This is an optimization exercise on Yosys and OpenROAD, whose aim is a short achievable clock period and few clock cycles per item, not a production implementation.
Function was checked by simulation only, so behaviour that the tests miss may differ from the original.

== lane 1 ==
Design stack_cpu, start of the top module:
module stack_cpu #(
    parameter int DATA_LEN    = stack_cpu_pkg::data_len,
    parameter int ADDR_LEN    = stack_cpu_pkg::addr_len,
    parameter int STACK_DEPTH = 8
) (
    input  logic                             clk,
    input  logic                             rstn,
    input  logic                             start,
    input  stack_cpu_pkg::opcode_t           opcode,
    input  stack_cpu_pkg::data_word_t        operand,
    output logic                             done,
    output stack_cpu_pkg::data_word_t        stack_top,
    output logic [$clog2(STACK_DEPTH+1)-1:0] stack_count,
    output logic                             fault
);
==> module stack_cpu, before the edit <==
module stack_cpu #(
    parameter int DATA_LEN    = stack_cpu_pkg::data_len,
    parameter int ADDR_LEN    = stack_cpu_pkg::addr_len,
    parameter int STACK_DEPTH = 8
) (
    input  logic                             clk,
    input  logic                             rstn,
    input  logic                             start,
    input  stack_cpu_pkg::opcode_t           opcode,
    input  stack_cpu_pkg::data_word_t        operand,
    output logic                             done,
    output stack_cpu_pkg::data_word_t        stack_top,
    output logic [$clog2(STACK_DEPTH+1)-1:0] stack_count,
    output logic                             fault
);
    localparam int CNT_W = $clog2(STACK_DEPTH + 1);
    logic is_push, is_load, is_store, is_alu;
    logic full, empty, lt2;
    logic push_ok, pop_op;
    logic [DATA_LEN-1:0] top_q, top_n_q, top_d, second, alu_r, rd_data;
    logic [CNT_W-1:0]    count;
    assign done = start;
    assign is_push  = start && opcode == stack_cpu_pkg::OP_PUSH;
    assign is_load  = start && opcode == stack_cpu_pkg::OP_LOAD;
    assign is_store = start && opcode == stack_cpu_pkg::OP_STORE;
    assign is_alu   = start && opcode[3:2] == 2'b10;
    assign full  = (count == CNT_W'(STACK_DEPTH));
    assign empty = (count == '0);
    assign lt2   = (count < CNT_W'(2));
    assign push_ok = (is_push || is_load) && !full;
    assign pop_op  = is_store || is_alu;
    stack_alu_unit #(.DATA_LEN(DATA_LEN)) u_alu (
        .a(second), .b(~top_n_q), .op(opcode[1:0]), .r(alu_r)
    );
    assign stack_top   = top_q;
    assign stack_count = count;
    stack_memory #(.DATA_LEN(DATA_LEN), .STACK_DEPTH(STACK_DEPTH)) u_stack (
        .clk(clk), .rstn(rstn), .push(push_ok), .pop(pop_op),
        .top(top_q), .second(second)
    );
    data_ram #(.DATA_LEN(DATA_LEN)) u_ram (
        .clk(clk), .wr_en(is_store), .addr(operand), .wr_data(top_q),
        .rd_data(rd_data)
    );
    always_comb begin
        top_d = top_q;
        if (push_ok) begin
            top_d = is_load ? rd_data : operand;
        end else if (is_store) begin
            top_d = second;
        end else if (is_alu) begin
            top_d = alu_r;
        end
    end
    always_ff @(posedge clk or negedge rstn) begin
        if (!rstn) begin
            top_n_q <= '1;
        end else begin
            top_n_q <= ~top_d;
        end
    end
    always_ff @(posedge clk or negedge rstn) begin
        if (!rstn) begin
            top_q <= '0;
            count <= '0;
            fault <= 1'b0;
        end else begin
            top_q <= top_d;
            if (push_ok) begin
                count <= count + 1'b1;
            end else if (is_store) begin
                if (!empty) count <= count - 1'b1;
            end else if (is_alu) begin
                if (!lt2) count <= count - 1'b1;
                else      count <= CNT_W'(1);
            end
            if (((is_push || is_load) && full) || (is_store && empty) || (is_alu && lt2)) begin
                fault <= 1'b1;
            end
        end
    end
endmodule
Settings: LEC_CHECK=0, CAP_MARGIN=20, CORE_MARGIN=2, CORE_UTILIZATION=60, PLACE_DENSITY=0.7, SETUP_SLACK_MARGIN=2.4, SLEW_MARGIN=20; clock period 5.0 ns.
run.sh (not shown) runs the stock make flow with config.mk's settings and CLKGATE_MAP_FILE= SYNTH_SCRIPT=/design/flow/synth_recipe.tcl, a recipe that flattens the netlist after the stock synthesis.
Testbench counts of lane 1, summed over its fixed seeds: cycles 16,008, instrs 16,000.
Inputs modified between lane 1 and lane 2:
-- flow/design.v --
<<< lane 1, line 163
    logic is_push, is_load, is_store, is_alu;
    logic full, empty, lt2;
    logic push_ok, pop_op;
    logic [DATA_LEN-1:0] top_q, top_n_q, top_d, second, alu_r, rd_data;
    logic [CNT_W-1:0]    count;
    assign done = start;
>>> lane 2, line 163
    logic is_push, is_load, is_store, is_alu;
    logic full, empty, lt2;
    logic push_ok, load_ok, pop_op;
    logic [DATA_LEN-1:0] top_q, top_n_q, ld_q, ld_n_q, top_i, top_d, second, rd_data;
    logic [DATA_LEN-1:0] alu_top, alu_ld;
    logic                src_ld, src_n;
    logic [CNT_W-1:0]    count;
    assign done = start;
<<< lane 1, line 175
    assign lt2   = (count < CNT_W'(2));
    assign push_ok = (is_push || is_load) && !full;
    assign pop_op  = is_store || is_alu;
    stack_alu_unit #(.DATA_LEN(DATA_LEN)) u_alu (
        .a(second), .b(~top_n_q), .op(opcode[1:0]), .r(alu_r)
    );
    assign stack_top   = top_q;
    assign stack_count = count;
    stack_memory #(.DATA_LEN(DATA_LEN), .STACK_DEPTH(STACK_DEPTH)) u_stack (
        .clk(clk), .rstn(rstn), .push(push_ok), .pop(pop_op),
        .top(top_q), .second(second)
    );
    data_ram #(.DATA_LEN(DATA_LEN)) u_ram (
        .clk(clk), .wr_en(is_store), .addr(operand), .wr_data(top_q),
        .rd_data(rd_data)
    );
    always_comb begin
        top_d = top_q;
        if (push_ok) begin
            top_d = is_load ? rd_data : operand;
        end else if (is_store) begin
            top_d = second;
        end else if (is_alu) begin
            top_d = alu_r;
        end
    end
    always_ff @(posedge clk or negedge rstn) begin
        if (!rstn) begin
            top_n_q <= '1;
        end else begin
            top_n_q <= ~top_d;
        end
    end
    always_ff @(posedge clk or negedge rstn) begin
        if (!rstn) begin
            top_q <= '0;
            count <= '0;
            fault <= 1'b0;
        end else begin
            top_q <= top_d;
            if (push_ok) begin
                count <= count + 1'b1;
>>> lane 2, line 177
    assign lt2   = (count < CNT_W'(2));
    assign push_ok = (is_push || is_load) && !full;
    assign load_ok = is_load && !full;
    assign pop_op  = is_store || is_alu;
    assign stack_top   = src_ld ? ld_q : top_q;
    assign stack_count = count;
    assign top_i = src_n ? ~top_n_q : ~ld_n_q;
    stack_alu_unit #(.DATA_LEN(DATA_LEN)) u_alu_top (
        .a(second), .b(~top_n_q), .op(opcode[1:0]), .r(alu_top)
    );
    stack_alu_unit #(.DATA_LEN(DATA_LEN)) u_alu_ld (
        .a(second), .b(~ld_n_q), .op(opcode[1:0]), .r(alu_ld)
    );
    stack_memory #(.DATA_LEN(DATA_LEN), .STACK_DEPTH(STACK_DEPTH)) u_stack (
        .clk(clk), .rstn(rstn), .push(push_ok), .pop(pop_op),
        .top(top_i), .second(second)
    );
    data_ram #(.DATA_LEN(DATA_LEN)) u_ram (
        .clk(clk), .wr_en(is_store), .addr(operand), .wr_data(top_i),
        .rd_data(rd_data)
    );
    always_comb begin
        top_d = top_i;
        if (is_push && !full) begin
            top_d = operand;
        end else if (is_store) begin
            top_d = second;
        end else if (is_alu) begin
            top_d = src_n ? alu_top : alu_ld;
        end
    end
    always_ff @(posedge clk) begin
        ld_q   <= rd_data;
        ld_n_q <= ~rd_data;
    end
    always_ff @(posedge clk or negedge rstn) begin
        if (!rstn) begin
            top_n_q <= '1;
            src_n   <= 1'b1;
        end else begin
            top_n_q <= ~top_d;
            src_n   <= !load_ok;
        end
    end
    always_ff @(posedge clk or negedge rstn) begin
        if (!rstn) begin
            top_q  <= '0;
            src_ld <= 1'b0;
            count  <= '0;
            fault  <= 1'b0;
        end else begin
            top_q  <= top_d;
            src_ld <= load_ok;
            if (push_ok) begin
                count <= count + 1'b1;
==> comparison <==
Lane 2 completed end to end with timing, DRC and antenna clean. Lane 2 against lane 1: global-route wire length before repair barely changed, via count climbed 1.3%, number of clock buffer instances in the layout climbed 16. Taking lane 1 as the reference, in lane 2 worst-case setup margin in the final layout went up by 82 ps, fraction of area in non-clock buffers went down by 0.39 points, critical path depth went up by 3.
Testbench counts of lane 2, summed over its fixed seeds: cycles 16,008, instrs 16,000.

what the ideal ports hide:
In the flow no input, the clock included, has a driving cell. The finished layouts below were timed again as built, in two steps.
Step 1 sets driving cells, clkbuf_16 on the clock port and buf_2 on the other inputs (assumed; they add their load-dependent delay and slew).
Step 2 times the ports against the registers' clock, not the clock port: input delays grow and output delays shrink by t, the midpoint of the rising clock arrivals with the driver on.
Slacks: ideal ports / drivers / drivers and shift; pairs: ideal ports / drivers.
| run | shift t [ns] | setup WS [ns] | worst register clock-pin slew, ns | cell pins on the clock port's net |
|---|---|---|---|---|
| lane 1 | 0.917 | 1.970 / 1.707 / 0.791 | 0.07 / 0.07 | 1 |
| lane 2 | 0.911 | 2.052 / 1.830 / 0.919 | 0.07 / 0.07 | 1 |
After both steps setup and hold are still met in every run listed. For lane 1, which loses most, drivers alone change the setup slack by -0.263 ns; drivers and shift together by -1.179 ns.
